This design comes from an exercise in tuning for small area and a short achievable clock period on the open sky130 flow, not from production work. Where RTL was checked, it was by simulation tests only, not by an equivalence proof against the original. No functional check of the RTL was part of runs 1 and 3. No run shown here takes its clock network from TritonCTS; it comes from the design's own scripts or RTL. The flow treats the clock pin as an ideal source. Dropping or thinning the clock tree relies on that and would not hold on a real chip. No activity file was given, so power comes from the tool's default toggle rates.

File: flow/config.mk
export PLATFORM = sky130hd
export DESIGN_NAME = wb_trace_fifo
export DESIGN_NICKNAME = wb_trace_fifo
export VERILOG_FILES = /design/flow/design.v
export SDC_FILE = /design/flow/constraint.sdc
export NUM_CORES = 4
export LEC_CHECK = 0
export CAP_MARGIN = 20
export CORE_MARGIN = 2
export CORE_UTILIZATION = 60
export CTS_CLUSTER_DIAMETER = 100
export CTS_CLUSTER_SIZE = 25
export PLACE_DENSITY = 0.7
export SETUP_SLACK_MARGIN = 2.3
export SLEW_MARGIN = 20
export SYNTH_HIERARCHICAL = 1
export SYNTH_MINIMUM_KEEP_SIZE = 0
File: flow/constraint.sdc
create_clock -name core_clock -period 4.5 [get_ports {clk}]
set_input_delay 0.9000 -clock core_clock [delete_from_list [all_inputs] [get_ports {clk}]]
set_output_delay 0.9000 -clock core_clock [all_outputs]
set_load 0.01 [all_outputs]
File: flow/design.v
module wb_trace_fifo #(
  parameter int XLEN  = 32,
  parameter int DEPTH = 16,
  parameter int CNT_W = 32
) (
  input  logic                     clk,
  input  logic                     rst_n,
  input  logic                     wb_have_inst,
  input  logic [XLEN-1:0]          wb_pc,
  input  logic                     wb_ena,
  input  logic [4:0]               wb_reg,
  input  logic [XLEN-1:0]          wb_value,
  input  logic [1:0]               trace_mode,
  input  logic                     flush,
  input  logic                     clr_ovf,
  output logic                     out_valid,
  input  logic                     out_ready,
  output logic [CNT_W-1:0]         out_seq,
  output logic [XLEN-1:0]          out_pc,
  output logic                     out_ena,
  output logic [4:0]               out_reg,
  output logic [XLEN-1:0]          out_value,
  output logic [$clog2(DEPTH):0]   level,
  output logic                     overflow,
  output logic [CNT_W-1:0]         drop_cnt,
  output logic [CNT_W-1:0]         retired
);
  localparam int AW = $clog2(DEPTH);
  localparam int EW = CNT_W + XLEN + 1 + 5 + XLEN;
  localparam int SD = DEPTH - 1;           
  logic [EW-1:0] mem [SD];
  logic [EW-1:0] hd;
  logic [EW-1:0] din;
  logic [EW-1:0] rdata;
  logic [SD-1:0] wr_oh;
  logic [SD-1:0] rd_oh;
  logic qual, full, pop, push, drop;
  logic le1;                               
  logic st_push, st_pop;
  always_comb begin
    qual = 1'b0;
    case (trace_mode)
      2'd1:    qual = wb_have_inst;
      2'd2:    qual = wb_have_inst & wb_ena;
      2'd3:    qual = wb_have_inst & wb_ena & (wb_reg != 5'd0);
      default: qual = 1'b0;
    endcase
  end
  assign full = level[AW];
  assign pop  = out_valid & out_ready & ~flush;
  assign push = qual & (~full | pop) & ~flush;
  assign drop = qual & full & ~out_ready & ~flush;
  assign din = {retired, wb_pc, wb_ena, wb_reg, wb_value};
  logic lv_one, lv_mid, lv_ge2;
  assign lv_one  = le1 & out_valid;
  assign lv_ge2  = ~le1;
  assign lv_mid  = ~le1 & ~full;
  assign st_push = qual & ~flush & (lv_mid | (lv_one & ~out_ready) | (full & out_ready));
  assign st_pop  = out_ready & ~flush & lv_ge2;
  logic [AW:0]      lvl_inc, lvl_dec;
  logic             ov_inc, le1_dec;
  logic [CNT_W-1:0] dc_sat, ret_inc;
  wb_trace_fifo_cand #(.AW(AW), .CNT_W(CNT_W)) u_cand (
    .level(level), .drop_cnt(drop_cnt), .retired(retired),
    .lvl_inc(lvl_inc), .lvl_dec(lvl_dec), .ov_inc(ov_inc), .le1_dec(le1_dec),
    .dc_sat(dc_sat), .ret_inc(ret_inc)
  );
  logic inc, dec;
  assign inc = qual & ~flush & (~out_valid | (~full & ~out_ready));
  assign dec = out_valid & out_ready & ~flush & ~qual;
  always_ff @(posedge clk or negedge rst_n) begin
    if (!rst_n) begin
      level     <= '0;
      out_valid <= 1'b0;
      le1       <= 1'b1;
    end else if (flush) begin
      level     <= '0;
      out_valid <= 1'b0;
      le1       <= 1'b1;
    end else if (inc) begin
      level     <= lvl_inc;
      out_valid <= 1'b1;
      le1       <= ~out_valid;
    end else if (dec) begin
      level     <= lvl_dec;
      out_valid <= ov_inc;
      le1       <= le1_dec;
    end
  end
  always_ff @(posedge clk or negedge rst_n) begin
    if (!rst_n) begin
      wr_oh <= {{(SD-1){1'b0}}, 1'b1};
      rd_oh <= {{(SD-1){1'b0}}, 1'b1};
    end else if (flush) begin
      wr_oh <= {{(SD-1){1'b0}}, 1'b1};
      rd_oh <= {{(SD-1){1'b0}}, 1'b1};
    end else begin
      if (st_push) wr_oh <= {wr_oh[SD-2:0], wr_oh[SD-1]};
      if (st_pop)  rd_oh <= {rd_oh[SD-2:0], rd_oh[SD-1]};
    end
  end
  always_ff @(posedge clk) begin
    for (int i = 0; i < SD; i++) begin
      if (wr_oh[i] & (~full | out_ready)) mem[i] <= din;
    end
  end
  always_comb begin
    rdata = '0;
    for (int i = 0; i < SD; i++) begin
      rdata = rdata | ({EW{rd_oh[i]}} & mem[i]);
    end
  end
  always_ff @(posedge clk) begin
    if (~out_valid | out_ready) hd <= le1 ? din : rdata;
  end
  assign {out_seq, out_pc, out_ena, out_reg, out_value} = hd;
  always_ff @(posedge clk or negedge rst_n) begin
    if (!rst_n) begin
      retired <= '0;
    end else if (wb_have_inst) begin
      retired <= ret_inc;
    end
  end
  logic [CNT_W-1:0] dc_nodrop, dc_drop;
  assign dc_nodrop = clr_ovf ? '0 : drop_cnt;
  assign dc_drop   = clr_ovf ? {{(CNT_W-1){1'b0}}, 1'b1} : dc_sat;
  always_ff @(posedge clk or negedge rst_n) begin
    if (!rst_n) begin
      overflow <= 1'b0;
      drop_cnt <= '0;
    end else begin
      overflow <= drop | (overflow & ~clr_ovf);
      drop_cnt <= drop ? dc_drop : dc_nodrop;
    end
  end
endmodule
module wb_trace_fifo_cand #(
  parameter int AW    = 4,
  parameter int CNT_W = 32
) (
  input  logic [AW:0]      level,
  input  logic [CNT_W-1:0] drop_cnt,
  input  logic [CNT_W-1:0] retired,
  output logic [AW:0]      lvl_inc,
  output logic [AW:0]      lvl_dec,
  output logic             ov_inc,    
  output logic             le1_dec,   
  output logic [CNT_W-1:0] dc_sat,    
  output logic [CNT_W-1:0] ret_inc
);
  assign lvl_inc = level + 1'b1;
  assign lvl_dec = level - 1'b1;
  assign ov_inc  = (level != {{AW{1'b0}}, 1'b1});
  assign le1_dec = (level <= {{(AW-1){1'b0}}, 2'd2});
  assign dc_sat  = (drop_cnt == '1) ? drop_cnt : drop_cnt + 1'b1;
  assign ret_inc = retired + 1'b1;
endmodule
File: flow/flow/run.sh
#!/bin/bash
# Own layout flow: the standard ORFS flow, with two changes:
#  - the clock tree is built by flow/mycts.tcl (a two-level balanced tree:
#    the clock port drives 4 root buffers, each root drives a group of leaf
#    buffers, each leaf drives a cluster of ~26 nearby flip-flops) instead of
#    TritonCTS's three-level tree;
#  - ports are buffered with sky130_fd_sc_hd__buf_2 (timing repair resizes
#    them as needed) instead of the delay cell buffer_ports picks by default.
# Synthesis is the standard synthesis, unchanged.
set -euo pipefail
work=$(pwd)
export PRE_CTS_TCL="$work/flow/mycts.tcl"
export MYCTS_CSIZE=26
export MYCTS_NROOT=4
export BUFFER_PORTS_ARGS="-buffer_cell sky130_fd_sc_hd__buf_2"
bash standard.sh synth > "$work/synth.log" 2>&1
bash standard.sh finish > "$work/layout.log" 2>&1
File: flow/flow/mycts.tcl
# Clock tree built by hand, sourced as ORFS's PRE_CTS_TCL hook: the clock
# port drives NROOT root buffers, each root drives a group of leaf buffers
# and each leaf buffer drives a cluster of nearby flip-flops. All paths from
# the port to a flip-flop have the same two buffers, so the tree is balanced
# and only shallower than TritonCTS's three-level tree. TritonCTS itself is
# then skipped; the rest of cts.tcl (legalisation, timing repair) runs as is.
set ::mycts_nroot [expr {[info exists ::env(MYCTS_NROOT)] ? $::env(MYCTS_NROOT) : 4}]
set ::mycts_csize [expr {[info exists ::env(MYCTS_CSIZE)] ? $::env(MYCTS_CSIZE) : 24}]
set ::mycts_buf   [expr {[info exists ::env(MYCTS_BUF)] ? $::env(MYCTS_BUF) : "sky130_fd_sc_hd__clkbuf_16"}]
set ::mycts_rbuf  [expr {[info exists ::env(MYCTS_RBUF)] ? $::env(MYCTS_RBUF) : "sky130_fd_sc_hd__clkbuf_16"}]

proc mycts_center {inst} {
  set b [$inst getBBox]
  return [list [expr {([$b xMin] + [$b xMax]) / 2}] [expr {([$b yMin] + [$b yMax]) / 2}]]
}

# Split items (lists whose elements 1 and 2 are x and y) into n groups of
# near-equal size: columns by x, then rows by y within each column.
proc mycts_split {items n} {
  set cnt [llength $items]
  set ncol [expr {max(1, int(round(sqrt($n))))}]
  set nrow [expr {int(ceil(double($n) / $ncol))}]
  set byx [lsort -integer -index 1 $items]
  set groups {}
  set start 0
  for {set c 0} {$c < $ncol} {incr c} {
    set end [expr {int(round(double($cnt) * ($c + 1) / $ncol))}]
    set col [lsort -integer -index 2 [lrange $byx $start [expr {$end - 1}]]]
    set start $end
    set m [llength $col]
    set s 0
    for {set r 0} {$r < $nrow} {incr r} {
      set e [expr {int(round(double($m) * ($r + 1) / $nrow))}]
      if {$e > $s} { lappend groups [lrange $col $s [expr {$e - 1}]] }
      set s $e
    }
  }
  return $groups
}

proc mycts_centroid {group} {
  set sx 0; set sy 0
  foreach it $group { set sx [expr {$sx + [lindex $it 1]}]; set sy [expr {$sy + [lindex $it 2]}] }
  set n [llength $group]
  return [list [expr {$sx / $n}] [expr {$sy / $n}]]
}

proc mycts_build {} {
  set block [ord::get_db_block]
  set db [ord::get_db]
  set clknet [$block findNet clk]
  set bmaster [$db findMaster $::mycts_buf]
  set rmaster [$db findMaster $::mycts_rbuf]
  set sinks {}
  foreach it [$clknet getITerms] {
    set inst [$it getInst]
    set xy [mycts_center $inst]
    lappend sinks [list $it [lindex $xy 0] [lindex $xy 1]]
  }
  set nsink [llength $sinks]
  set nleaf [expr {int(ceil(double($nsink) / $::mycts_csize))}]
  # Make the leaf count a multiple of the root count.
  set nleaf [expr {int(ceil(double($nleaf) / $::mycts_nroot)) * $::mycts_nroot}]
  puts "mycts: $nsink sinks, $nleaf leaf buffers, $::mycts_nroot roots"
  set leaves {}
  set i 0
  foreach group [mycts_split $sinks $nleaf] {
    set c [mycts_centroid $group]
    set inst [odb::dbInst_create $block $bmaster "clkbuf_leaf_$i"]
    $inst setLocation [lindex $c 0] [lindex $c 1]
    $inst setPlacementStatus PLACED
    set net [odb::dbNet_create $block "clknet_leaf_$i"]
    $net setSigType CLOCK
    [$inst findITerm X] connect $net
    foreach it $group { [lindex $it 0] disconnect; [lindex $it 0] connect $net }
    lappend leaves [list $inst [lindex $c 0] [lindex $c 1]]
    incr i
  }
  set i 0
  foreach group [mycts_split $leaves $::mycts_nroot] {
    set c [mycts_centroid $group]
    set inst [odb::dbInst_create $block $rmaster "clkbuf_root_$i"]
    $inst setLocation [lindex $c 0] [lindex $c 1]
    $inst setPlacementStatus PLACED
    set net [odb::dbNet_create $block "clknet_root_$i"]
    $net setSigType CLOCK
    [$inst findITerm X] connect $net
    foreach it $group { [[lindex $it 0] findITerm A] connect $net }
    [$inst findITerm A] connect $clknet
    incr i
  }
  $clknet setSigType CLOCK
}

mycts_build
set_propagated_clock [all_clocks]
rename clock_tree_synthesis mycts_orig_cts
proc clock_tree_synthesis {args} { puts "mycts: TritonCTS skipped, tree built by the PRE_CTS hook" }
File: flow/standard.sh
#!/bin/bash
# synth_recipe.tcl (not shown) runs the flow's synth.tcl, then flattens the netlist and writes it again
# the make line also repeats each setting of config.mk as NAME=value (left out here)
make -C /OpenROAD-flow-scripts/flow DESIGN_CONFIG=/design/flow/config.mk WORK_HOME=/design/flow/orfs CLKGATE_MAP_FILE= SYNTH_SCRIPT=/design/flow/synth_recipe.tcl "${@:-finish}"
==> reports/qor.csv, run 1 <==
metric;value;unit
die footprint;109000;um^2
crit path kind;flop to flop;
routing usage on met2;54.1;%
maximum fanout along the worst path;22;
Synth Cell Area;64100;um^2
Max VDD drop;431;uV
Yosys warnings;8;
area added between synthesis and finish;12.1;%
number of antenna violations at the first check in global routing;11;
Pint;22.3;mW
clock insertion delay at the later pin of the skew report;0.55;ns
Floorplan Core Area;106000;um^2
worst path buffer plus inverter count;1;
kind of launch point of the worst setup path;flop;
count of vias placed by the detailed router;39000;
standard-cell rows;119;
worst slack after detailed placement;1.01;ns
busiest metal layer after global routing;met2;
Finished Layout Cells;5420;
post-layout total power;28.7;mW
crit end category;flop;
GR Layer Usage met3;5.77;%
share of power burned in registers;64.9;%
Power Dens Cells;400;nW/um^2
Total Wirelength;191000;um
main flop type after synthesis;sky130_fd_sc_hd__edfxtp_1;
largest stage delay on the critical path;0.75;ns
share of synthesized cell area in and, or, nand and nor gates;4.39;%
maximum number of pins on one net before global-route repair;103;
RD Place Congestion;0.819;
status;finished clean;
Largest delay share family, worst path;flip-flops;
final worst clock skew;0.0391;ns
average cell area after synthesis;17.5;um^2
per-cell via count in the routed design;7.19;
floorplan die height;331;um
number of instances in the synthesized netlist;3657;
Period minus WS final;2.30;ns
post-detailed-route wirelength per cell;35.2;um
Die Wd;331;um
first-pass GRT wire length;268000;um
part of the total power dissipated in combinational logic;9.0;%
Detailed Routing Iterations Pass 1;6;
highest achievable clock rate;435;MHz
core occupancy in the finished layout;68.1;%
net count of the finished layout;4107;
classification of the worst-slack hold path;input port to async pin;
commonest non-fill, non-tap cells in the layout;1632 x sky130_fd_sc_hd__edfxtp_1, 510 x sky130_fd_sc_hd__a22oi_1, 250 x sky130_fd_sc_hd__buf_2;
number of maximum-capacitance constraint violations;0;
post-CTS clock slew at the launch and capture registers of the worst setup and hold paths;0.10;ns
count of flip-flops with a built-in enable after synthesis;1632;
number of nets produced by synthesis;3741;
# IOs;251;
hold-fix buffer count after cts;0;
share of flip-flops with an asynchronous set or reset after synthesis;5.88;%
slowest cell on the critical path;sky130_fd_sc_hd__dfrtp_4;
WP data required;4.77;ns
leftover overflow at the end of global routing;0;
Tightest Pin Transition;0.936;ns
number of failing setup endpoints in the final timing report;0;
most common library cell in the layout ignoring fill and taps;sky130_fd_sc_hd__edfxtp_1;
final setup TNS;0;ns
sequential cell area fraction in the yosys report;80.4;%
number of design-rule violations left by the first detailed-router iteration;6332;
net switching share of the total power;22.6;%
max-slew violation count;0;
Cells after DPL;5164;
Final Cycle Share;51.1;%
antenna violation net count after detailed routing;0;
vias in the first global route;36900;
Cell Area, Placed;67500;um^2
final routed DRC violation total;0;
RSZ-0062 raised after global routing;yes;
Post-Route Hold Slack;0.468;ns
Final Hold Fails;0;
remaining max-slew budget at the tightest pin;37.6;%
net switching power;6.48;mW
combinational family with the most area after synthesis;compound AO/OA/AOI/OAI gates;
IO buf count;250;
fraction of layout instances using a drive strength above 1;18.3;%
share of synthesized cell area in full adder, half adder and majority cells;0.117;%
leakage power summed over all cells;23.5;nW
post-synthesis register bit count;1734;
crit path setup slack, layout;2.20;ns
post-synthesis mux area share;0.349;%
Post-Synth XOR/XNOR Area;0.847;%
critical path data arrival time;2.57;ns
synthesized-area fraction occupied by ao, oa, aoi and oai cells;12.1;%
met1 global-route usage;49.8;%
worst path cell trace;buf_4, a22oi_1, nand4_1, a2bb2oi_1;
number of distinct library cells after synthesis;58;
HPWL after detailed placement;92000;um
fin area;71900;um^2
Initial Utilization;60.7;%
clock network fraction of design power;26.2;%
combined global-route utilization of all metal layers;34.3;%
## layout make-up
class	instances	area (um^2)
sequential	1734	51700
fill	6753	33700
multi-input combinational	1651	11800
timing repair buffer	518	4500
buffer	76	1900
tap	1391	1740
inverter	42	160
antenna	8	20.0
## final timing paths
check,to,cells past startpoint,startpoint,slack [ns]
setup reg to reg,hd[96],4,rd_oh[2],2.20
min in group core_clock,overflow,1,overflow,0.49
setup / recovery,hd[96],4,rd_oh[2],2.20
hold / removal,retired[13],1,rst_n,0.47
max in group asynchronous,retired[9],2,rst_n,3.05
hold reg to reg,overflow,1,overflow,0.49
## state kept, by name, indices dropped and copies added (netlist names)
signal,count
drop_cnt,32
hd,102
le1,1
level,5
mem,1530
out_valid,1
overflow,1
rd_oh,15
retired,32
wr_oh,15
## power by group through the flow
stage / Sequential [mW] / Clock [mW] / Combinational [mW]
floorplan: 19.2 / 0 / 0.876
global placement: 19.1 / 0 / 2.08
detailed placement: 19.1 / 0 / 2.10
CTS: 18.7 / 7.50 / 2.50
global route: 18.7 / 7.98 / 2.72
finish: 18.6 / 7.52 / 2.58
## routing by layer
layer  vias up  routed length, um
li1      15700                  -
met1     20000              69900
met2      2916              89100
met3       394              24300
met4         8               7460
met5         -                 51
## synth_stat cells, types with 18 or more instances
| cell type | instances | share of area, % |
|---|---|---|
| sky130_fd_sc_hd__a21oi_1 | 152 | 1.2 |
| sky130_fd_sc_hd__a221oi_1 | 102 | 1.4 |
| sky130_fd_sc_hd__a22o_1 | 102 | 1.4 |
| sky130_fd_sc_hd__a22oi_1 | 510 | 6.0 |
| sky130_fd_sc_hd__a2bb2oi_1 | 32 | 0.44 |
| sky130_fd_sc_hd__and2_1 | 18 | 0.18 |
| sky130_fd_sc_hd__and3_1 | 23 | 0.22 |
| sky130_fd_sc_hd__buf_1 | 53 | 0.31 |
| sky130_fd_sc_hd__buf_2 | 35 | 0.27 |
| sky130_fd_sc_hd__clkbuf_1 | 149 | 0.87 |
| sky130_fd_sc_hd__dfrtp_1 | 99 | 3.9 |
| sky130_fd_sc_hd__edfxtp_1 | 1632 | 76 |
| sky130_fd_sc_hd__inv_1 | 41 | 0.24 |
| sky130_fd_sc_hd__nand2_1 | 98 | 0.57 |
| sky130_fd_sc_hd__nand3_1 | 131 | 1.0 |
| sky130_fd_sc_hd__nand4_1 | 120 | 1.2 |
| sky130_fd_sc_hd__nand4b_1 | 31 | 0.42 |
| sky130_fd_sc_hd__nor2_1 | 22 | 0.13 |
| sky130_fd_sc_hd__o21ai_0 | 64 | 0.50 |
| sky130_fd_sc_hd__o22a_1 | 70 | 0.96 |
| sky130_fd_sc_hd__xnor2_1 | 42 | 0.57 |
| sky130_fd_sc_hd__xor2_1 | 20 | 0.27 |
## logic make-up after synthesis
family | count (synthesis)
DFF | 1734
AOI/OAI and AO/OA | 1051
and+or+nand+nor | 501
buffers and inverters | 283
xor gates and xnor gates | 62
muxes | 20
adders and majority gates | 6
## timing repair
action	CTS	global route
resized for setup	105	51
pin swaps	19	22
setup buffers	117	39
cloned	15	1
setup endpoints to repair	1752	105
==> run 2, diff against run 1 <==
--- a/flow/design.v
+++ b/flow/design.v
@@ -51,12 +51,8 @@
   assign push = qual & (~full | pop) & ~flush;
   assign drop = qual & full & ~out_ready & ~flush;
   assign din = {retired, wb_pc, wb_ena, wb_reg, wb_value};
-  logic lv_one, lv_mid, lv_ge2;
-  assign lv_one  = le1 & out_valid;
-  assign lv_ge2  = ~le1;
-  assign lv_mid  = ~le1 & ~full;
-  assign st_push = qual & ~flush & (lv_mid | (lv_one & ~out_ready) | (full & out_ready));
-  assign st_pop  = out_ready & ~flush & lv_ge2;
+  assign st_push = push & ~(~out_valid | (le1 & pop));
+  assign st_pop  = pop & ~le1;
   logic [AW:0]      lvl_inc, lvl_dec;
   logic             ov_inc, le1_dec;
   logic [CNT_W-1:0] dc_sat, ret_inc;
@@ -66,8 +62,8 @@
     .dc_sat(dc_sat), .ret_inc(ret_inc)
   );
   logic inc, dec;
-  assign inc = qual & ~flush & (~out_valid | (~full & ~out_ready));
-  assign dec = out_valid & out_ready & ~flush & ~qual;
+  assign inc = push & ~pop;
+  assign dec = pop & ~push;
   always_ff @(posedge clk or negedge rst_n) begin
     if (!rst_n) begin
       level     <= '0;
==> reports/qor.csv, run 2 <==
metric;value;unit;change
classification of the worst-slack hold path;input port to async pin;;unchanged
synth cell count leaders;1632 x sky130_fd_sc_hd__edfxtp_1, 700 x sky130_fd_sc_hd__a22oi_1, 215 x sky130_fd_sc_hd__nand4_1;;was 1632 x sky130_fd_sc_hd__edfxtp_1, 510 x sky130_fd_sc_hd__a22oi_1, 152 x sky130_fd_sc_hd__a21oi_1
number of failing setup endpoints in the final timing report;0;;unchanged
main flop type after synthesis;sky130_fd_sc_hd__edfxtp_1;;unchanged
number of design-rule violations left by the first detailed-router iteration;5716;;was 6332
count of vias placed by the detailed router;38500;;was 39.0k
Yosys warnings;8;;unchanged
leftover overflow at the end of global routing;0;;unchanged
net switching share of the total power;23.3;%;was 22.6%
worst slack after detailed placement;1.28;ns;was 1.01 ns
number of flip-flops in the largest register;1530;;unchanged
hold-fix buffer count after cts;0;;unchanged
fraction of layout instances using a drive strength above 1;16.4;%;was 18.3%
Synth Cell Area;63800;um^2;was 64100 um^2
crit end category;flop;;unchanged
Finished Layout Cells;5400;;was 5420
Floorplan Core Area;105000;um^2;was 106000 um^2
post-synthesis register bit count;1734;;unchanged
Detailed Routing Iterations Pass 1;23;;was 6
number of nets produced by synthesis;3784;;was 3741
Pint;22.6;mW;was 22.3 mW
Die Wd;330;um;was 331 um
fill cell count;6971;;was 6753
combined global-route utilization of all metal layers;32.9;%;was 34.3%
commonest non-fill, non-tap cells in the layout;1632 x sky130_fd_sc_hd__edfxtp_1, 700 x sky130_fd_sc_hd__a22oi_1, 257 x sky130_fd_sc_hd__buf_2;;was 1632 x sky130_fd_sc_hd__edfxtp_1, 510 x sky130_fd_sc_hd__a22oi_1, 250 x sky130_fd_sc_hd__buf_2
Cells after DPL;5184;;was 5164
antenna violation net count after detailed routing;0;;unchanged
sequential cell area fraction in the yosys report;80.9;%;was 80.4%
ranking of synthesized cells by area;sky130_fd_sc_hd__edfxtp_1 77%, sky130_fd_sc_hd__a22oi_1 8.2%, sky130_fd_sc_hd__dfrtp_1 3.9%, sky130_fd_sc_hd__nand4_1 2.1%, sky130_fd_sc_hd__a21oi_1 1.4%;;was sky130_fd_sc_hd__edfxtp_1 76%, sky130_fd_sc_hd__a22oi_1 6.0%, sky130_fd_sc_hd__dfrtp_1 3.9%, sky130_fd_sc_hd__a221oi_1 1.4%, sky130_fd_sc_hd__a22o_1 1.4%
maximum fanout along the worst path;37;;was 22
registers with the most flip-flops;mem: 1530 flops, hd: 102 flops;;unchanged
IO buf count;250;;unchanged
core occupancy in the finished layout;66.9;%;was 68.1%
HPWL after detailed placement;85400;um;was 92000 um
Cell Area, Placed;66900;um^2;was 67500 um^2
highest achievable clock rate;408;MHz;was 435 MHz
top register by number of flip-flops;mem;;unchanged
clock network fraction of design power;25.3;%;was 26.2%
floorplan die height;330;um;was 331 um
RSZ-0062 raised after global routing;yes;;unchanged
Initial Utilization;60.5;%;was 60.7%
per-cell via count in the routed design;7.13;;was 7.19
share of power burned in registers;64.5;%;was 64.9%
first-pass GRT wire length;257000;um;was 268000 um
average cell area after synthesis;17.2;um^2;was 17.5 um^2
worst path cell trace;buf_2, nand2b_4, and2_4, buf_4;;was buf_4, a22oi_1, nand4_1, a2bb2oi_1
net count of the finished layout;4081;;was 4107
number of maximum-capacitance constraint violations;0;;unchanged
WP data required;4.74;ns;was 4.77 ns
number of distinct library cells after synthesis;55;;was 58
Post-Route Hold Slack;0.379;ns;was 0.468 ns
slowest cell on the critical path;sky130_fd_sc_hd__and2_4;;was sky130_fd_sc_hd__dfrtp_4
die footprint;109000;um^2;about the same
Power Dens Cells;418;nW/um^2;was 400 nW/um^2
max-slew violation count;0;;unchanged
area added between synthesis and finish;10.7;%;was 12.1%
# IOs;251;;unchanged
final worst clock skew;0.0483;ns;was 0.0391 ns
largest stage delay on the critical path;0.80;ns;was 0.75 ns
maximum number of pins on one net before global-route repair;103;;unchanged
Total Wirelength;185000;um;was 191000 um
area share of the leading cell type in the synthesized netlist;76.9;%;was 76.5%
post-detailed-route wirelength per cell;34.2;um;was 35.2 um
most instantiated library cell after synthesis;sky130_fd_sc_hd__edfxtp_1;;unchanged
number of antenna violations at the first check in global routing;22;;was 11
most common library cell in the layout ignoring fill and taps;sky130_fd_sc_hd__edfxtp_1;;unchanged
post-CTS clock slew at the launch and capture registers of the worst setup and hold paths;0.11;ns;was 0.10 ns
status;finished clean;;unchanged
kind of launch point of the worst setup path;input port;;was flop
Final Hold Fails;0;;unchanged
count of flip-flops with a built-in enable after synthesis;1632;;unchanged
vias in the first global route;36300;;was 36.9k
net switching power;6.88;mW;was 6.48 mW
critical path data arrival time;2.69;ns;was 2.57 ns
standard-cell rows;119;;unchanged
Tightest Pin Transition;1.03;ns;was 0.936 ns
final routed DRC violation total;0;;unchanged
Max VDD drop;423;uV;was 431 uV
Final Cycle Share;54.4;%;was 51.1%
post-layout total power;29.5;mW;was 28.7 mW
share of flip-flops with an asynchronous set or reset after synthesis;5.88;%;unchanged
number of instances in the synthesized netlist;3700;;was 3657
part of the total power dissipated in combinational logic;10.2;%;was 9.0%
final setup TNS;0;ns;unchanged
clock insertion delay at the later pin of the skew report;0.56;ns;was 0.55 ns
RD Place Congestion;0.798;;was 0.819
fin area;70600;um^2;was 71900 um^2
crit path kind;input port to flop;;was flop to flop
crit path setup slack, layout;2.05;ns;was 2.20 ns
Period minus WS final;2.45;ns;was 2.30 ns
remaining max-slew budget at the tightest pin;31.0;%;was 37.6%
leakage power summed over all cells;22.6;nW;was 23.5 nW
cell taking the most area after synthesis;sky130_fd_sc_hd__edfxtp_1;;unchanged
-- run 2: changes by cell type in the layout (fill, tap and decap cells not counted), moves of 50 or more --
cell / delta
sky130_fd_sc_hd__a221oi_1: -89
sky130_fd_sc_hd__a22o_1: -95
sky130_fd_sc_hd__a22oi_1: +190
sky130_fd_sc_hd__buf_4: -50
sky130_fd_sc_hd__nand2_1: +96
sky130_fd_sc_hd__nand3_1: -95
sky130_fd_sc_hd__nand4_1: +95
-- run 2: worst max-delay path: cells and delay by family --
| family | cells | cell delay (ns) |
|---|---|---|
| buffers and inverters | 2 | 0.54 |
| AND/OR/NAND/NOR | 2 | 1.18 |
-- run 2: power groups by stage --
stage | registers (mW) | clock network [mW] | logic [mW]
after global placement | 19.5 | 0 | 2.50
after CTS | 19.1 | 7.45 | 2.84
after detailed placement | 19.6 | 0 | 2.52
after global routing | 19.1 | 7.94 | 3.19
final | 19.0 | 7.46 | 3.00
after floorplan | 19.6 | 0 | 1.14
-- run 2: worst paths after layout --
| path | startpoint | end | slack, ns | depth (start not counted) |
|---|---|---|---|---|
| setup / recovery | out_ready | mem[8][92] | 2.05 | 4 |
| hold / removal | rst_n | drop_cnt[10] | 0.38 | 1 |
| setup reg to reg | level[4] | mem[8][92] | 2.07 | 3 |
| hold reg to reg | wr_oh[8] | wr_oh[9] | 0.52 | 2 |
| max in group asynchronous | rst_n | rd_oh[0] | 3.28 | 2 |
| min in group core_clock | wr_oh[8] | wr_oh[9] | 0.52 | 2 |
-- run 2: final cells by class --
cell class	instances	area, um^2	area share, %
sequential	1734	51700	73.3
antenna	14	35.0	0.0497
multi-input combinational	1692	11300	16.0
buffer	76	1900	2.70
timing repair buffer	449	3660	5.19
inverter	44	173	0.245
tap	1391	1740	2.47
-- run 2: per-layer routing --
metal  global-route usage, %  wire length, um
met4                    9.79             7140
met1                    47.6            68300
met2                    52.4            85600
met3                    5.40            23400
met5                       0               85
-- run 2: what timing repair did --
| action | 4_1_cts | 5_1_grt |
|---|---|---|
| pin swaps | 13 | 5 |
| gates cloned | 6 | 4 |
| endpoints found under the setup margin | 954 | 706 |
| gates resized for setup | 82 | 43 |
| buffers inserted | 79 | 37 |
-- run 2: cells by family (layout without fill, tap and decap cells) --
group,Yosys count,in the layout,share of synthesized area [%]
buffers and inverters,280,569,1.73
AO/OA/AOI/OAI,1034,1034,11.6
adder cells (fa/ha/maj),6,6,0.118
AND/OR/NAND/NOR,575,581,4.71
XOR/XNOR,62,62,0.852
other,0,14,0
flip-flops,1734,1734,80.9
multiplexers,9,9,0.147
==> run 3, diff against run 2 <==
--- a/flow/design.v
+++ b/flow/design.v
@@ -34,6 +34,7 @@
   logic [EW-1:0] rdata;
   logic [SD-1:0] wr_oh;
   logic [SD-1:0] rd_oh;
+  logic [SD-1:0] wr_nf;                    
   logic qual, full, pop, push, drop;
   logic le1;                               
   logic st_push, st_pop;
@@ -51,19 +52,23 @@
   assign push = qual & (~full | pop) & ~flush;
   assign drop = qual & full & ~out_ready & ~flush;
   assign din = {retired, wb_pc, wb_ena, wb_reg, wb_value};
-  assign st_push = push & ~(~out_valid | (le1 & pop));
-  assign st_pop  = pop & ~le1;
+  logic lv_one, lv_mid, lv_ge2;
+  assign lv_one  = le1 & out_valid;
+  assign lv_ge2  = ~le1;
+  assign lv_mid  = ~le1 & ~full;
+  assign st_push = qual & ~flush & (lv_mid | (lv_one & ~out_ready) | (full & out_ready));
+  assign st_pop  = out_ready & ~flush & lv_ge2;
   logic [AW:0]      lvl_inc, lvl_dec;
   logic             ov_inc, le1_dec;
   logic [CNT_W-1:0] dc_sat, ret_inc;
   wb_trace_fifo_cand #(.AW(AW), .CNT_W(CNT_W)) u_cand (
     .level(level), .drop_cnt(drop_cnt), .retired(retired),
     .lvl_inc(lvl_inc), .lvl_dec(lvl_dec), .ov_inc(ov_inc), .le1_dec(le1_dec),
-    .dc_sat(dc_sat), .ret_inc(ret_inc)
+    .dc_sat(dc_sat), .ret_inc(ret_inc), .wr_oh(wr_oh), .full(full), .wr_nf(wr_nf)
   );
   logic inc, dec;
-  assign inc = push & ~pop;
-  assign dec = pop & ~push;
+  assign inc = qual & ~flush & (~out_valid | (~full & ~out_ready));
+  assign dec = out_valid & out_ready & ~flush & ~qual;
   always_ff @(posedge clk or negedge rst_n) begin
     if (!rst_n) begin
       level     <= '0;
@@ -97,7 +102,7 @@
   end
   always_ff @(posedge clk) begin
     for (int i = 0; i < SD; i++) begin
-      if (wr_oh[i] & (~full | out_ready)) mem[i] <= din;
+      if (wr_nf[i] | (wr_oh[i] & out_ready)) mem[i] <= din;
     end
   end
   always_comb begin
@@ -142,8 +147,12 @@
   output logic             ov_inc,    
   output logic             le1_dec,   
   output logic [CNT_W-1:0] dc_sat,    
-  output logic [CNT_W-1:0] ret_inc
+  output logic [CNT_W-1:0] ret_inc,
+  input  logic [14:0]      wr_oh,
+  input  logic             full,
+  output logic [14:0]      wr_nf      
 );
+  assign wr_nf   = wr_oh & {15{~full}};
   assign lvl_inc = level + 1'b1;
   assign lvl_dec = level - 1'b1;
   assign ov_inc  = (level != {{AW{1'b0}}, 1'b1});
==> reports/qor.csv, run 3 <==
metric;value;unit;change
status;finished clean;;unchanged
net switching share of the total power;22.4;%;was 23.3%
net count of the finished layout;4097;;was 4081
worst path cell trace;nor2b_4, a21o_2;;was buf_2, nand2b_4, and2_4, buf_4
Post-Synth XOR/XNOR Area;0.829;%;was 0.852%
synthesized-area fraction occupied by ao, oa, aoi and oai cells;12.6;%;was 11.6%
IO buf count;250;;unchanged
Synth Cell Area;64400;um^2;was 63800 um^2
Initial Utilization;60.4;%;was 60.5%
final worst clock skew;0.0437;ns;was 0.0483 ns
Detailed Routing Iterations Pass 1;9;;was 23
most instantiated library cell after synthesis;sky130_fd_sc_hd__edfxtp_1;;unchanged
standard-cell rows;120;;was 119
Yosys warnings;8;;unchanged
classification of the worst-slack hold path;input port to async pin;;unchanged
antenna violation net count after detailed routing;0;;unchanged
floorplan die height;332;um;was 330 um
Die Wd;332;um;was 330 um
max-slew violation count;0;;unchanged
number of design-rule violations left by the first detailed-router iteration;6073;;was 5716
kind of launch point of the worst setup path;flop;;was input port
# IOs;251;;unchanged
post-layout total power;28.7;mW;was 29.5 mW
sequential cell area fraction in the yosys report;80.0;%;was 80.9%
post-CTS clock slew at the launch and capture registers of the worst setup and hold paths;0.10;ns;was 0.11 ns
number of distinct library cells after synthesis;61;;was 55
critical path data arrival time;2.41;ns;was 2.69 ns
average cell area after synthesis;17.4;um^2;was 17.2 um^2
count of vias placed by the detailed router;38600;;was 38.5k
worst reg-to-reg path cell count;2;;was 3
count of flip-flops with a built-in enable after synthesis;1632;;unchanged
cell taking the most area after synthesis;sky130_fd_sc_hd__edfxtp_1;;unchanged
remaining max-slew budget at the tightest pin;31.8;%;was 31.0%
number of instances in the synthesized netlist;3706;;was 3700
first-pass GRT wire length;264000;um;was 257000 um
Tightest Pin Transition;1.02;ns;was 1.03 ns
Floorplan Core Area;107000;um^2;was 105000 um^2
commonest non-fill, non-tap cells in the layout;1632 x sky130_fd_sc_hd__edfxtp_1, 511 x sky130_fd_sc_hd__a22oi_1, 261 x sky130_fd_sc_hd__buf_2;;was 1632 x sky130_fd_sc_hd__edfxtp_1, 700 x sky130_fd_sc_hd__a22oi_1, 257 x sky130_fd_sc_hd__buf_2
clock network fraction of design power;26.0;%;was 25.3%
combinational family with the most area after synthesis;compound AO/OA/AOI/OAI gates;;unchanged
launch instance of the worst register-to-register path;wr_oh[12];;was level[4]
die footprint;110000;um^2;was 109000 um^2
worst path buffer plus inverter count;0;;was 2
share of synthesized cell area in full adder, half adder and majority cells;0.116;%;was 0.118%
fraction of layout instances using a drive strength above 1;17.7;%;was 16.4%
number of flip-flops in the largest register;1530;;unchanged
slowest cell on the critical path;sky130_fd_sc_hd__a21o_2;;was sky130_fd_sc_hd__and2_4
maximum number of pins on one net before global-route repair;103;;unchanged
most common library cell in the layout ignoring fill and taps;sky130_fd_sc_hd__edfxtp_1;;unchanged
core occupancy in the finished layout;67.2;%;was 66.9%
per-cell via count in the routed design;7.12;;was 7.13
net switching power;6.42;mW;was 6.88 mW
vias in the first global route;37100;;was 36.3k
post-synthesis register bit count;1734;;unchanged
maximum fanout along the worst path;20;;was 37
part of the total power dissipated in combinational logic;8.6;%;was 10.2%
registers with the most flip-flops;mem: 1530 flops, hd: 102 flops;;unchanged
crit end category;flop;;unchanged
combined global-route utilization of all metal layers;33.0;%;was 32.9%
Max VDD drop;390;uV;was 423 uV
WP data required;4.66;ns;was 4.74 ns
post-detailed-route wirelength per cell;34.3;um;was 34.2 um
final setup TNS;0;ns;unchanged
number of antenna violations at the first check in global routing;17;;was 22
Worst R2R Setup Slack;2.25;ns;was 2.07 ns
share of synthesized cell area in and, or, nand and nor gates;3.96;%;was 4.71%
number of nets produced by synthesis;3790;;was 3784
share of flip-flops with an asynchronous set or reset after synthesis;5.88;%;unchanged
synth cell count leaders;1632 x sky130_fd_sc_hd__edfxtp_1, 511 x sky130_fd_sc_hd__a22oi_1, 188 x sky130_fd_sc_hd__clkbuf_1;;was 1632 x sky130_fd_sc_hd__edfxtp_1, 700 x sky130_fd_sc_hd__a22oi_1, 215 x sky130_fd_sc_hd__nand4_1
Period minus WS final;2.25;ns;was 2.45 ns
crit path kind;flop to flop;;was input port to flop
area added between synthesis and finish;11.3;%;was 10.7%
final routed DRC violation total;0;;unchanged
main flop type after synthesis;sky130_fd_sc_hd__edfxtp_1;;unchanged
Pint;22.3;mW;was 22.6 mW
Final Hold Fails;0;;unchanged
clock insertion delay at the later pin of the skew report;0.55;ns;was 0.56 ns
highest achievable clock rate;444;MHz;was 408 MHz
RD Place Congestion;0.792;;was 0.798
endpoint of the most critical register-to-register path;mem[12][76];;was mem[8][92]
leftover overflow at the end of global routing;0;;unchanged
Largest delay share family, worst path;compound AO/OA/AOI/OAI gates;;was simple AND/OR/NAND/NOR gates
HPWL after detailed placement;86500;um;was 85400 um
Total Wirelength;186000;um;was 185000 um
Post-Route Hold Slack;0.424;ns;was 0.379 ns
largest stage delay on the critical path;0.72;ns;was 0.80 ns
number of failing setup endpoints in the final timing report;0;;unchanged
number of maximum-capacitance constraint violations;0;;unchanged
Power Dens Cells;400;nW/um^2;was 418 nW/um^2
area share of the leading cell type in the synthesized netlist;76.0;%;was 76.9%
RSZ-0062 raised after global routing;yes;;unchanged
ranking of synthesized cells by area;sky130_fd_sc_hd__edfxtp_1 76%, sky130_fd_sc_hd__a22oi_1 6.0%, sky130_fd_sc_hd__dfrtp_1 3.8%, sky130_fd_sc_hd__a221oi_1 1.4%, sky130_fd_sc_hd__a22o_1 1.4%;;was sky130_fd_sc_hd__edfxtp_1 77%, sky130_fd_sc_hd__a22oi_1 8.2%, sky130_fd_sc_hd__dfrtp_1 3.9%, sky130_fd_sc_hd__nand4_1 2.1%, sky130_fd_sc_hd__a21oi_1 1.4%
share of power burned in registers;65.4;%;was 64.5%
post-synthesis mux area share;0.384;%;was 0.147%
top register by number of flip-flops;mem;;unchanged
Final Cycle Share;50.0;%;was 54.4%
leakage power summed over all cells;24.0;nW;was 22.6 nW
-- run 3: kinds of logic (layout without fill, tap and decap cells) --
family	count (synthesis)	count (layout)
AOI/OAI and AO/OA	1063	1074
xor gates and xnor gates	61	61
adders and majority gates	6	6
buffers and inverters	354	648
DFF	1734	1734
muxes	22	22
other	0	10
and+or+nand+nor	466	466
-- run 3: cell type report --
cell class	count	area, um^2
Antenna cell	10	25.0
Buffer	76	1900
Fill cell	7036	35000
Inverter	111	417
Multi-Input combinational cell	1629	12000
Sequential cell	1734	51700
Tap cell	1403	1760
Timing Repair Buffer	461	3940
-- run 3: per-layer routing --
layer	share of wire (%)	wire [um]	GRT usage [%]	up-vias
li1	-	-	-	15700
met1	37	68500	46.5	19800
met2	47	87100	52.9	2660
met3	12	21800	5.51	439
met4	4.7	8820	11.5	12
met5	0.048	89	0	-
-- run 3: repair_timing --
action                      CTS  global route
cloned                        9             5
resized for setup            92            42
setup endpoints to repair  1473           307
pin swaps                    10             9
buffers inserted             74            43
hold buffers                  0             0
-- run 3: worst max path at each step --
stage                startpoint            to  slack (ns)  depth (start not counted)
global placement      out_ready    mem[6][51]        1.30                          3
detailed placement    out_ready    mem[6][51]        1.27                          3
CTS                    level[4]   mem[11][44]        2.26                          4
finish                wr_oh[12]   mem[12][76]        2.25                          2
global route        drop_cnt[0]  drop_cnt[31]        2.20                          8
floorplan             out_ready     wr_oh[10]        1.80                          5
-- run 3: metrics by stage --
step / instance area [um^2] / cells / setup slack (ns)
global route: 71700 / 5418 / 2.20
floorplan: 64600 / 3706 / 1.80
finish: 71700 / 5424 / 2.25
global placement: 67800 / 5207 / 1.30
detailed placement: 67800 / 5207 / 1.27
CTS: 71100 / 5366 / 2.26
-- run 3: worst reg2reg max path: cells and delay by family (launching register included) --
family | cells | cell delay, ns
simple gates | 1 | 0.43
flops | 1 | 0.70
compound gates | 1 | 0.73
-- run 3: power groups by stage --
stage	Sequential, mW	Clock [mW]	Combinational, mW
detailed placement	19.3	0	1.94
finish	18.8	7.47	2.47
floorplan	19.2	0	0.911
CTS	18.8	7.49	2.35
global route	18.8	7.97	2.62
global placement	19.3	0	1.92
==> run 4, diff against run 3 <==
--- a/flow/design.v
+++ b/flow/design.v
@@ -34,6 +34,7 @@
   logic [EW-1:0] rdata;
   logic [SD-1:0] wr_oh;
   logic [SD-1:0] rd_oh;
+  logic [SD-1:0] rd_ohn;                   
   logic [SD-1:0] wr_nf;                    
   logic qual, full, pop, push, drop;
   logic le1;                               
@@ -92,12 +93,17 @@
     if (!rst_n) begin
       wr_oh <= {{(SD-1){1'b0}}, 1'b1};
       rd_oh <= {{(SD-1){1'b0}}, 1'b1};
+      rd_ohn <= {{(SD-1){1'b1}}, 1'b0};
     end else if (flush) begin
       wr_oh <= {{(SD-1){1'b0}}, 1'b1};
       rd_oh <= {{(SD-1){1'b0}}, 1'b1};
+      rd_ohn <= {{(SD-1){1'b1}}, 1'b0};
     end else begin
       if (st_push) wr_oh <= {wr_oh[SD-2:0], wr_oh[SD-1]};
-      if (st_pop)  rd_oh <= {rd_oh[SD-2:0], rd_oh[SD-1]};
+      if (st_pop) begin
+        rd_oh  <= {rd_oh[SD-2:0], rd_oh[SD-1]};
+        rd_ohn <= {rd_ohn[SD-2:0], rd_ohn[SD-1]};
+      end
     end
   end
   always_ff @(posedge clk) begin
@@ -105,12 +111,22 @@
       if (wr_nf[i] | (wr_oh[i] & out_ready)) mem[i] <= din;
     end
   end
+  logic [EW/2-1:0]    mem_lo [SD];
+  logic [EW-EW/2-1:0] mem_hi [SD];
   always_comb begin
-    rdata = '0;
+    for (int i = 0; i < SD; i++) {mem_hi[i], mem_lo[i]} = mem[i];
+  end
+  logic [EW/2-1:0]    rd_lo;
+  logic [EW-EW/2-1:0] rd_hi;
+  always_comb begin
+    rd_lo = '0;
+    rd_hi = '0;
     for (int i = 0; i < SD; i++) begin
-      rdata = rdata | ({EW{rd_oh[i]}} & mem[i]);
+      rd_lo = rd_lo | ({(EW/2){rd_oh[i]}}       & mem_lo[i]);
+      rd_hi = rd_hi | ({(EW-EW/2){~rd_ohn[i]}} & mem_hi[i]);
     end
   end
+  assign rdata = {rd_hi, rd_lo};
   always_ff @(posedge clk) begin
     if (~out_valid | out_ready) hd <= le1 ? din : rdata;
   end
--- a/flow/config.mk
+++ b/flow/config.mk
@@ -11,7 +11,7 @@
 export CTS_CLUSTER_DIAMETER = 100
 export CTS_CLUSTER_SIZE = 25
 export PLACE_DENSITY = 0.7
-export SETUP_SLACK_MARGIN = 2.3
+export SETUP_SLACK_MARGIN = 2.2
 export SLEW_MARGIN = 20
 export SYNTH_HIERARCHICAL = 1
 export SYNTH_MINIMUM_KEEP_SIZE = 0
==> reports/qor.csv, run 4 <==
metric;value;unit;change
max-slew violation count;0;;unchanged
number of maximum-capacitance constraint violations;0;;unchanged
floorplan die height;333;um;was 332 um
first-pass GRT wire length;249000;um;was 264000 um
hold-fix buffer count after cts;0;;unchanged
vias in the first global route;36000;;was 37.1k
clock insertion delay at the later pin of the skew report;0.55;ns;about the same
Max VDD drop;442;uV;was 390 uV
Worst R2R Setup Slack;2.18;ns;was 2.25 ns
number of flip-flops in the largest register;1530;;unchanged
status;finished clean;;unchanged
area added between synthesis and finish;8.97;%;was 11.3%
worst reg-to-reg path cell count;7;;was 2
commonest non-fill, non-tap cells in the layout;1632 x sky130_fd_sc_hd__edfxtp_1, 408 x sky130_fd_sc_hd__a22oi_1, 248 x sky130_fd_sc_hd__buf_2;;was 1632 x sky130_fd_sc_hd__edfxtp_1, 511 x sky130_fd_sc_hd__a22oi_1, 261 x sky130_fd_sc_hd__buf_2
final worst clock skew;0.0362;ns;was 0.0437 ns
number of nets produced by synthesis;3816;;was 3790
sequential cell area fraction in the yosys report;79.8;%;was 80.0%
maximum number of pins on one net before global-route repair;103;;unchanged
top register by number of flip-flops;mem;;unchanged
net count of the finished layout;4044;;was 4097
number of instances in the synthesized netlist;3732;;was 3706
leftover overflow at the end of global routing;0;;unchanged
per-cell via count in the routed design;7.02;;was 7.12
most common library cell in the layout ignoring fill and taps;sky130_fd_sc_hd__edfxtp_1;;unchanged
endpoint of the most critical register-to-register path;retired[31];;was mem[12][76]
count of flip-flops with a built-in enable after synthesis;1632;;unchanged
Period minus WS final;2.38;ns;was 2.25 ns
synth cell count leaders;1632 x sky130_fd_sc_hd__edfxtp_1, 408 x sky130_fd_sc_hd__a22oi_1, 175 x sky130_fd_sc_hd__nand2_1;;was 1632 x sky130_fd_sc_hd__edfxtp_1, 511 x sky130_fd_sc_hd__a22oi_1, 188 x sky130_fd_sc_hd__clkbuf_1
Initial Utilization;60.6;%;was 60.4%
post-synthesis register bit count;1749;;was 1734
number of antenna violations at the first check in global routing;9;;was 17
final routed DRC violation total;0;;unchanged
classification of the worst-slack hold path;input port to async pin;;unchanged
highest achievable clock rate;421;MHz;was 444 MHz
crit end category;flop;;unchanged
WP data required;4.67;ns;was 4.66 ns
fraction of layout instances using a drive strength above 1;15.4;%;was 17.7%
critical path data arrival time;2.55;ns;was 2.41 ns
# IOs;251;;unchanged
leakage power summed over all cells;23.4;nW;was 24.0 nW
launch instance of the worst register-to-register path;retired[7];;was wr_oh[12]
average cell area after synthesis;17.4;um^2;about the same
Synth Cell Area;65100;um^2;was 64400 um^2
post-layout total power;29.3;mW;was 28.7 mW
main flop type after synthesis;sky130_fd_sc_hd__edfxtp_1;;unchanged
Yosys warnings;10;;was 8
RSZ-0062 raised after global routing;yes;;unchanged
Total Wirelength;175000;um;was 186000 um
Floorplan Core Area;107000;um^2;about the same
worst slack after detailed placement;1.42;ns;was 1.27 ns
registers with the most flip-flops;mem: 1530 flops, hd: 102 flops;;unchanged
most instantiated library cell after synthesis;sky130_fd_sc_hd__edfxtp_1;;unchanged
remaining max-slew budget at the tightest pin;35.3;%;was 31.8%
IO buf count;250;;unchanged
final setup TNS;0;ns;unchanged
number of distinct library cells after synthesis;63;;was 61
Detailed Routing Iterations Pass 1;8;;was 9
maximum fanout along the worst path;56;;was 20
HPWL after detailed placement;92300;um;was 86500 um
crit path kind;input port to flop;;was flop to flop
cell taking the most area after synthesis;sky130_fd_sc_hd__edfxtp_1;;unchanged
combined global-route utilization of all metal layers;30.6;%;was 33.0%
antenna violation net count after detailed routing;0;;unchanged
Tightest Pin Transition;0.971;ns;was 1.02 ns
share of flip-flops with an asynchronous set or reset after synthesis;6.69;%;was 5.88%
area share of the leading cell type in the synthesized netlist;75.3;%;was 76.0%
post-CTS clock slew at the launch and capture registers of the worst setup and hold paths;0.11;ns;was 0.10 ns
Power Dens Cells;413;nW/um^2;was 400 nW/um^2
Final Hold Fails;0;;unchanged
Final Cycle Share;52.8;%;was 50.0%
number of design-rule violations left by the first detailed-router iteration;5496;;was 6073
die footprint;111000;um^2;was 110000 um^2
Die Wd;333;um;was 332 um
RD Place Congestion;0.832;;was 0.792
number of failing setup endpoints in the final timing report;0;;unchanged
standard-cell rows;120;;unchanged
ranking of synthesized cells by area;sky130_fd_sc_hd__edfxtp_1 75%, sky130_fd_sc_hd__a22oi_1 4.7%, sky130_fd_sc_hd__dfrtp_1 3.8%, sky130_fd_sc_hd__a221oi_1 2.1%, sky130_fd_sc_hd__a22o_1 2.1%;;was sky130_fd_sc_hd__edfxtp_1 76%, sky130_fd_sc_hd__a22oi_1 6.0%, sky130_fd_sc_hd__dfrtp_1 3.8%, sky130_fd_sc_hd__a221oi_1 1.4%, sky130_fd_sc_hd__a22o_1 1.4%
post-detailed-route wirelength per cell;32.7;um;was 34.3 um
crit path setup slack, layout;2.12;ns;was 2.25 ns
count of vias placed by the detailed router;37600;;was 38.6k
kind of launch point of the worst setup path;input port;;was flop
==> run 4: per-layer routing <==
metal	global-route usage, %	wire, um	vias to the layer above
li1	-	-	15600
met4	7.08	4740	4
met5	0	25	-
met1	45.4	67900	19300
met2	48.1	82200	2508
met3	5.44	20500	253
==> run 4: what timing repair did <==
| action | in CTS | in global routing |
|---|---|---|
| gates cloned | 2 | 4 |
| resized for setup | 75 | 54 |
| pin swaps | 5 | 5 |
| endpoints found under the hold margin | 0 | 0 |
| buffers inserted | 11 | 8 |
| setup endpoints to repair | 998 | 221 |
==> run 4: worst max path at each step <==
stage,slack [ns],to,start,depth (start not counted)
finish,2.12,mem[4][51],out_ready,3
floorplan,1.67,wr_oh[10],out_ready,6
global route,2.09,retired[31],retired[7],7
CTS,1.99,retired[31],retired[7],7
detailed placement,1.42,mem[0][45],out_ready,3
global placement,1.47,mem[0][45],out_ready,3
==> run 4: area by class of cell <==
class / count / area [um^2]
diodes: 3 / 7.51
plain buffers: 76 / 1900
fillers: 7169 / 36400
inverters: 128 / 538
multi-input cells: 1632 / 12000
flip-flops and latches: 1749 / 52100
well taps: 1403 / 1760
repair buffers: 373 / 2600
==> run 4: logic make-up (layout without fill, tap and decap cells) <==
| kind of cell | after synthesis | count (layout) | share of synthesized area [%] |
|---|---|---|---|
| compound gates | 1017 | 1023 | 11.9 |
| xor+xnor | 61 | 61 | 0.821 |
| fa+ha+maj | 6 | 6 | 0.115 |
| buf+inv | 357 | 577 | 2.21 |
| flops | 1749 | 1749 | 79.8 |
| mux | 53 | 53 | 0.909 |
| other cells | 0 | 3 | 0 |
| simple gates | 489 | 489 | 4.18 |
==> run 4: power by group <==
group          total, mW  internal (mW)  switching (mW)
Sequential          19.1           18.6           0.494
Clock               7.51           2.99            4.52
Combinational       2.69          0.909            1.78
Total               29.3           22.5            6.79
==> run 4: worst max-delay path, stage by stage <==
cell and delay (ns):
sky130_fd_sc_hd__buf_4 0.48, sky130_fd_sc_hd__a21o_4 0.60, sky130_fd_sc_hd__buf_12 0.45
==> run 4: stage by stage <==
| step | instances | hold WS [ns] | utilization [%] | area (um^2) |
|---|---|---|---|---|
| detailed placement | 5259 | 0.464 | 63.6 | 68300 |
| global placement | 5259 | 0.460 | 63.6 | 68300 |
| global route | 5363 | 0.331 | 66.1 | 70900 |
| finish | 5364 | 0.313 | 66.1 | 70900 |
| CTS | 5348 | 0.487 | 65.7 | 70500 |
| floorplan | 3732 | 0.489 | - | 65300 |
==> run 5, diff against run 4 <==
--- a/flow/config.mk
+++ b/flow/config.mk
@@ -11,7 +11,7 @@
 export CTS_CLUSTER_DIAMETER = 100
 export CTS_CLUSTER_SIZE = 25
 export PLACE_DENSITY = 0.7
-export SETUP_SLACK_MARGIN = 2.2
+export SETUP_SLACK_MARGIN = 2.4
 export SLEW_MARGIN = 20
 export SYNTH_HIERARCHICAL = 1
 export SYNTH_MINIMUM_KEEP_SIZE = 0
==> reports/qor.csv, run 5 <==
metric;value;unit;change
number of failing setup endpoints in the final timing report;0;;unchanged
critical path data arrival time;2.41;ns;was 2.55 ns
synth cell count leaders;1632 x sky130_fd_sc_hd__edfxtp_1, 408 x sky130_fd_sc_hd__a22oi_1, 175 x sky130_fd_sc_hd__nand2_1;;unchanged
routing usage on met2;51.6;%;was 48.1%
met1 global-route usage;48.9;%;was 45.4%
# IOs;251;;unchanged
per-cell via count in the routed design;7.11;;was 7.02
Final Hold Fails;0;;unchanged
Power Dens Cells;408;nW/um^2;was 413 nW/um^2
Post-Synth XOR/XNOR Area;0.821;%;unchanged
share of flip-flops with an asynchronous set or reset after synthesis;6.69;%;unchanged
area share of the leading cell type in the synthesized netlist;75.3;%;unchanged
final setup TNS;0;ns;unchanged
number of flip-flops in the largest register;1530;;unchanged
GR Layer Usage met3;5.05;%;was 5.44%
HPWL after detailed placement;92300;um;unchanged
floorplan die height;333;um;unchanged
worst slack after detailed placement;1.42;ns;unchanged
cell taking the most area after synthesis;sky130_fd_sc_hd__edfxtp_1;;unchanged
Tightest Pin Transition;0.985;ns;was 0.971 ns
number of distinct library cells after synthesis;63;;unchanged
leftover overflow at the end of global routing;0;;unchanged
number of antenna violations at the first check in global routing;8;;was 9
sequential cell area fraction in the yosys report;79.8;%;unchanged
launch instance of the worst register-to-register path;level[4];;was retired[7]
WP data required;4.69;ns;was 4.67 ns
status;finished clean;;unchanged
standard-cell rows;120;;unchanged
RD Place Congestion;0.832;;unchanged
average cell area after synthesis;17.4;um^2;unchanged
crit path setup slack, layout;2.28;ns;was 2.12 ns
post-synthesis mux area share;0.909;%;unchanged
share of synthesized cell area in and, or, nand and nor gates;4.18;%;unchanged
crit path kind;flop to flop;;was input port to flop
number of instances in the synthesized netlist;3732;;unchanged
Cells after DPL;5259;;unchanged
endpoint of the most critical register-to-register path;mem[12][73];;was retired[31]
registers with the most flip-flops;mem: 1530 flops, hd: 102 flops;;unchanged
main flop type after synthesis;sky130_fd_sc_hd__edfxtp_1;;unchanged
post-synthesis register bit count;1749;;unchanged
vias in the first global route;37200;;was 36.0k
IO buf count;250;;unchanged
Total Wirelength;187000;um;was 175000 um
final routed DRC violation total;0;;unchanged
count of vias placed by the detailed router;39200;;was 37.6k
worst reg-to-reg path cell count;4;;was 7
area added between synthesis and finish;12.3;%;was 8.97%
first-pass GRT wire length;266000;um;was 249000 um
share of synthesized cell area in full adder, half adder and majority cells;0.115;%;unchanged
CP startpoint;level[4];;was out_ready
core occupancy in the finished layout;68.1;%;was 66.1%
Detailed Routing Iterations Pass 1;8;;unchanged
Finished Layout Cells;5513;;was 5364
worst setup path end;mem[12][73];;was mem[4][51]
most common library cell in the layout ignoring fill and taps;sky130_fd_sc_hd__edfxtp_1;;unchanged
maximum fanout along the worst path;41;;was 56
highest achievable clock rate;451;MHz;was 421 MHz
combined global-route utilization of all metal layers;32.9;%;was 30.6%
hold-fix buffer count after cts;0;;unchanged
classification of the worst-slack hold path;input port to async pin;;unchanged
kind of launch point of the worst setup path;flop;;was input port
most instantiated library cell after synthesis;sky130_fd_sc_hd__edfxtp_1;;unchanged
Floorplan Core Area;107000;um^2;unchanged
Die Wd;333;um;unchanged
Initial Utilization;60.6;%;unchanged
clock insertion delay at the later pin of the skew report;0.54;ns;was 0.55 ns
ranking of synthesized cells by area;sky130_fd_sc_hd__edfxtp_1 75%, sky130_fd_sc_hd__a22oi_1 4.7%, sky130_fd_sc_hd__dfrtp_1 3.8%, sky130_fd_sc_hd__a221oi_1 2.1%, sky130_fd_sc_hd__a22o_1 2.1%;;unchanged
RSZ-0062 raised after global routing;yes;;unchanged
Worst R2R Setup Slack;2.28;ns;was 2.18 ns
commonest non-fill, non-tap cells in the layout;1632 x sky130_fd_sc_hd__edfxtp_1, 408 x sky130_fd_sc_hd__a22oi_1, 226 x sky130_fd_sc_hd__buf_2;;was 1632 x sky130_fd_sc_hd__edfxtp_1, 408 x sky130_fd_sc_hd__a22oi_1, 248 x sky130_fd_sc_hd__buf_2
leakage power summed over all cells;24.5;nW;was 23.4 nW
number of nets produced by synthesis;3816;;unchanged
Final Cycle Share;49.2;%;was 52.8%
Post-Route Hold Slack;0.305;ns;was 0.313 ns
remaining max-slew budget at the tightest pin;34.3;%;was 35.3%
Period minus WS final;2.22;ns;was 2.38 ns
number of maximum-capacitance constraint violations;0;;unchanged
busiest metal layer after global routing;met2;;unchanged
post-detailed-route wirelength per cell;33.9;um;was 32.7 um
fill cell count;6932;;was 7169
Yosys warnings;10;;unchanged
Synth Cell Area;65100;um^2;unchanged
combinational family with the most area after synthesis;compound AO/OA/AOI/OAI gates;;unchanged
maximum number of pins on one net before global-route repair;103;;unchanged
number of design-rule violations left by the first detailed-router iteration;6354;;was 5496
die footprint;111000;um^2;unchanged
crit end category;flop;;unchanged
count of flip-flops with a built-in enable after synthesis;1632;;unchanged
antenna violation net count after detailed routing;0;;unchanged
net count of the finished layout;4193;;was 4044
post-CTS clock slew at the launch and capture registers of the worst setup and hold paths;0.10;ns;was 0.11 ns
fraction of layout instances using a drive strength above 1;20.1;%;was 15.4%
top register by number of flip-flops;mem;;unchanged
synthesized-area fraction occupied by ao, oa, aoi and oai cells;11.9;%;unchanged
final worst clock skew;0.0286;ns;was 0.0362 ns
max-slew violation count;0;;unchanged
Max VDD drop;448;uV;was 442 uV
==> run 5: where the power goes <==
part / switching [mW] / internal, mW
combinational: 2.22 / 1.24
sequential: 0.253 / 18.6
clock: 4.55 / 2.99
==> run 5: final cells by class <==
class,count,area [um^2],share of cell area [%]
repair buffers,512,4340,5.94
well taps,1403,1760,2.40
multi-input cells,1642,12400,17.0
flip-flops and latches,1749,52100,71.3
inverters,128,566,0.774
diodes,3,7.51,0.0103
plain buffers,76,1900,2.60
==> run 5: worst min path at each step <==
stage	to	slack, ns	depth (start not counted)
6_report	level[0]	0.30	1
5_1_grt	level[0]	0.33	1
4_1_cts	overflow	0.49	1
3_5_place_dp	overflow	0.46	1
3_3_place_gp	overflow	0.46	1
2_1_floorplan	rd_ohn[10]	0.49	2
==> run 5: layer usage <==
metal	vias up	part of all wire, %
met5	-	0.010
met3	366	13
li1	15900	-
met1	20000	38
met4	4	3.6
met2	2957	46
==> run 5: per-stage QoR <==
step                      total power [mW]  instance area (um^2)
final                                 29.9                 73100
after detailed placement              22.0                 68300
after floorplan                       20.6                 65300
after global placement                21.9                 68300
after global routing                  30.6                 73100
after CTS                             29.7                 72600
==> run 5: timing repair <==
item | in CTS | in global routing
endpoints found under the setup margin | 1564 | 291
setup buffers | 128 | 21
gates cloned | 24 | 1
resized for setup | 244 | 57
pin swaps | 16 | 3
==> run 5: worst max-delay path: stages (launching register included) <==
cell,delay (ns)
sky130_fd_sc_hd__dfrtp_4,0.57
sky130_fd_sc_hd__buf_4,0.19
sky130_fd_sc_hd__nor2b_2,0.30
sky130_fd_sc_hd__a21o_4,0.37
sky130_fd_sc_hd__buf_12,0.38
==> run 5: kinds of logic (layout without fill, tap and decap cells) <==
| group | count (synthesis) | count (layout) |
|---|---|---|
| AO/OA/AOI/OAI | 1017 | 1033 |
| AND/OR/NAND/NOR | 489 | 489 |
| adder cells (fa/ha/maj) | 6 | 6 |
| buffers and inverters | 357 | 716 |
| XOR/XNOR | 61 | 61 |
| flip-flops | 1749 | 1749 |
| other | 0 | 3 |
| multiplexers | 53 | 53 |
==> run 6, diff against run 5 <==
--- a/flow/config.mk
+++ b/flow/config.mk
@@ -11,7 +11,7 @@
 export CTS_CLUSTER_DIAMETER = 100
 export CTS_CLUSTER_SIZE = 25
 export PLACE_DENSITY = 0.7
-export SETUP_SLACK_MARGIN = 2.4
+export SETUP_SLACK_MARGIN = 2.3
 export SLEW_MARGIN = 20
 export SYNTH_HIERARCHICAL = 1
 export SYNTH_MINIMUM_KEEP_SIZE = 0
==> reports/qor.csv, run 6 <==
metric;value;unit;change
post-CTS clock slew at the launch and capture registers of the worst setup and hold paths;0.10;ns;about the same
area added between synthesis and finish;10.7;%;was 12.3%
area share of the leading cell type in the synthesized netlist;75.3;%;unchanged
clock insertion delay at the later pin of the skew report;0.55;ns;was 0.54 ns
number of maximum-capacitance constraint violations;0;;unchanged
final worst clock skew;0.0347;ns;was 0.0286 ns
critical path data arrival time;2.44;ns;was 2.41 ns
floorplan die height;333;um;unchanged
count of vias placed by the detailed router;38700;;was 39.2k
commonest non-fill, non-tap cells in the layout;1632 x sky130_fd_sc_hd__edfxtp_1, 408 x sky130_fd_sc_hd__a22oi_1, 253 x sky130_fd_sc_hd__buf_2;;was 1632 x sky130_fd_sc_hd__edfxtp_1, 408 x sky130_fd_sc_hd__a22oi_1, 226 x sky130_fd_sc_hd__buf_2
net count of the finished layout;4140;;was 4193
registers with the most flip-flops;mem: 1530 flops, hd: 102 flops;;unchanged
Initial Utilization;60.6;%;unchanged
Period minus WS final;2.26;ns;was 2.22 ns
RD Place Congestion;0.832;;unchanged
final routed DRC violation total;0;;unchanged
Total Wirelength;182000;um;was 187000 um
Final Cycle Share;50.1;%;was 49.2%
area used by sequential logic in the layout;52100;um^2;about the same
ranking of synthesized cells by area;sky130_fd_sc_hd__edfxtp_1 75%, sky130_fd_sc_hd__a22oi_1 4.7%, sky130_fd_sc_hd__dfrtp_1 3.8%, sky130_fd_sc_hd__a221oi_1 2.1%, sky130_fd_sc_hd__a22o_1 2.1%;;unchanged
number of antenna violations at the first check in global routing;9;;was 8
maximum number of pins on one net before global-route repair;103;;unchanged
leakage power summed over all cells;24.0;nW;was 24.5 nW
clock network fraction of design power;25.5;%;was 25.2%
most instantiated library cell after synthesis;sky130_fd_sc_hd__edfxtp_1;;unchanged
status;finished clean;;unchanged
number of distinct library cells after synthesis;63;;unchanged
Cells after DPL;5259;;unchanged
hold-fix buffer count after cts;0;;unchanged
main flop type after synthesis;sky130_fd_sc_hd__edfxtp_1;;unchanged
number of failing setup endpoints in the final timing report;0;;unchanged
highest achievable clock rate;443;MHz;was 451 MHz
synth cell count leaders;1632 x sky130_fd_sc_hd__edfxtp_1, 408 x sky130_fd_sc_hd__a22oi_1, 175 x sky130_fd_sc_hd__nand2_1;;unchanged
Die Wd;333;um;unchanged
number of nets produced by synthesis;3816;;unchanged
# IOs;251;;unchanged
count of flip-flops with a built-in enable after synthesis;1632;;unchanged
max-slew violation count;0;;unchanged
average cell area after synthesis;17.4;um^2;unchanged
cell taking the most area after synthesis;sky130_fd_sc_hd__edfxtp_1;;unchanged
standard-cell rows;120;;unchanged
antenna violation net count after detailed routing;0;;unchanged
part of the total power dissipated in combinational logic;10.4;%;was 11.6%
sequential cell area fraction in the yosys report;79.8;%;unchanged
post-detailed-route wirelength per cell;33.4;um;was 33.9 um
core occupancy in the finished layout;67.1;%;was 68.1%
most common library cell in the layout ignoring fill and taps;sky130_fd_sc_hd__edfxtp_1;;unchanged
slowest cell on the critical path;sky130_fd_sc_hd__dfrtp_4;;unchanged
largest stage delay on the critical path;0.57;ns;about the same
Finished Layout Cells;5461;;was 5513
crit end category;flop;;unchanged
kind of launch point of the worst setup path;flop;;unchanged
maximum fanout along the worst path;27;;was 41
fill cell count;7085;;was 6932
WP data required;4.68;ns;was 4.69 ns
RSZ-0062 raised after global routing;yes;;unchanged
fraction of layout instances using a drive strength above 1;18.1;%;was 20.1%
Detailed Routing Iterations Pass 1;5;;was 8
worst path buffer plus inverter count;2;;unchanged
share of flip-flops with an asynchronous set or reset after synthesis;6.69;%;unchanged
die footprint;111000;um^2;unchanged
Final Hold Fails;0;;unchanged
post-synthesis register bit count;1749;;unchanged
crit path kind;flop to flop;;unchanged
Power Dens Cells;411;nW/um^2;was 408 nW/um^2
share of power burned in registers;64.1;%;was 63.2%
Max VDD drop;443;uV;was 448 uV
top register by number of flip-flops;mem;;unchanged
leftover overflow at the end of global routing;0;;unchanged
number of flip-flops in the largest register;1530;;unchanged
number of instances in the synthesized netlist;3732;;unchanged
## run 6: path summary, 6_finish.rpt
check	start	endpoint	slack [ns]	depth (start not counted)
worst max-delay path	level[4]	mem[13][51]	2.24	4
worst min-delay path	rst_n	level[0]	0.32	1
worst max register to register	level[4]	mem[13][51]	2.24	4
worst min register to register	overflow	overflow	0.48	1
max in group asynchronous	rst_n	retired[2]	3.31	2
min in group core_clock	overflow	overflow	0.48	1
## run 6: layout make-up
type                            instances  area share (%)
Antenna cell                            4          0.0139
Buffer                                 76            2.64
Inverter                              128           0.764
Multi-Input combinational cell       1641            17.0
Sequential cell                      1749            72.3
Tap cell                             1403            2.44
Timing Repair Buffer                  460            4.81
## run 6: what timing repair did
item / in CTS / in global routing
setup buffers: 54 / 49
setup endpoints to repair: 1270 / 859
resized for setup: 129 / 68
pin swaps: 9 / 15
gates cloned: 5 / 13
## run 6: cell families after synthesis
family	share of synthesized area, %
flops	79.8
compound gates	11.9
simple gates	4.18
buf+inv	2.21
xor+xnor	0.821
mux	0.909
fa+ha+maj	0.115
## run 6: metal layers
layer  track usage (%)  vias up  part of all wire (%)
li1                  -    15800                     -
met1              47.6    19800                    38
met2              49.7     2820                    47
met3              4.63      311                    12
met4              6.51        6                   2.9
met5                 0        -                 0.017
## run 6: metrics by stage
step,hold WS [ns],area [um^2],setup slack [ns]
after floorplan,0.489,65300,1.67
after global placement,0.460,68300,1.47
after detailed placement,0.464,68300,1.42
after CTS,0.487,71100,2.17
after global routing,0.339,72000,2.18
final,0.317,72000,2.24
## run 6: power groups by stage
stage,registers [mW],clock network [mW],logic [mW]
after floorplan,19.4,0,1.20
after global placement,19.4,0,2.48
after detailed placement,19.5,0,2.52
after CTS,18.9,7.55,2.95
after global routing,19.0,8.03,3.26
final,18.9,7.54,3.09

Re-timed with assumed drivers on the ports (clkbuf_16 on the clock, buf_2 on other inputs), run 6 has 2.155 ns of setup slack against 2.245 ns with ideal ports, and 1.821 ns once port delays also move by the mid clock arrival of 0.678 ns.
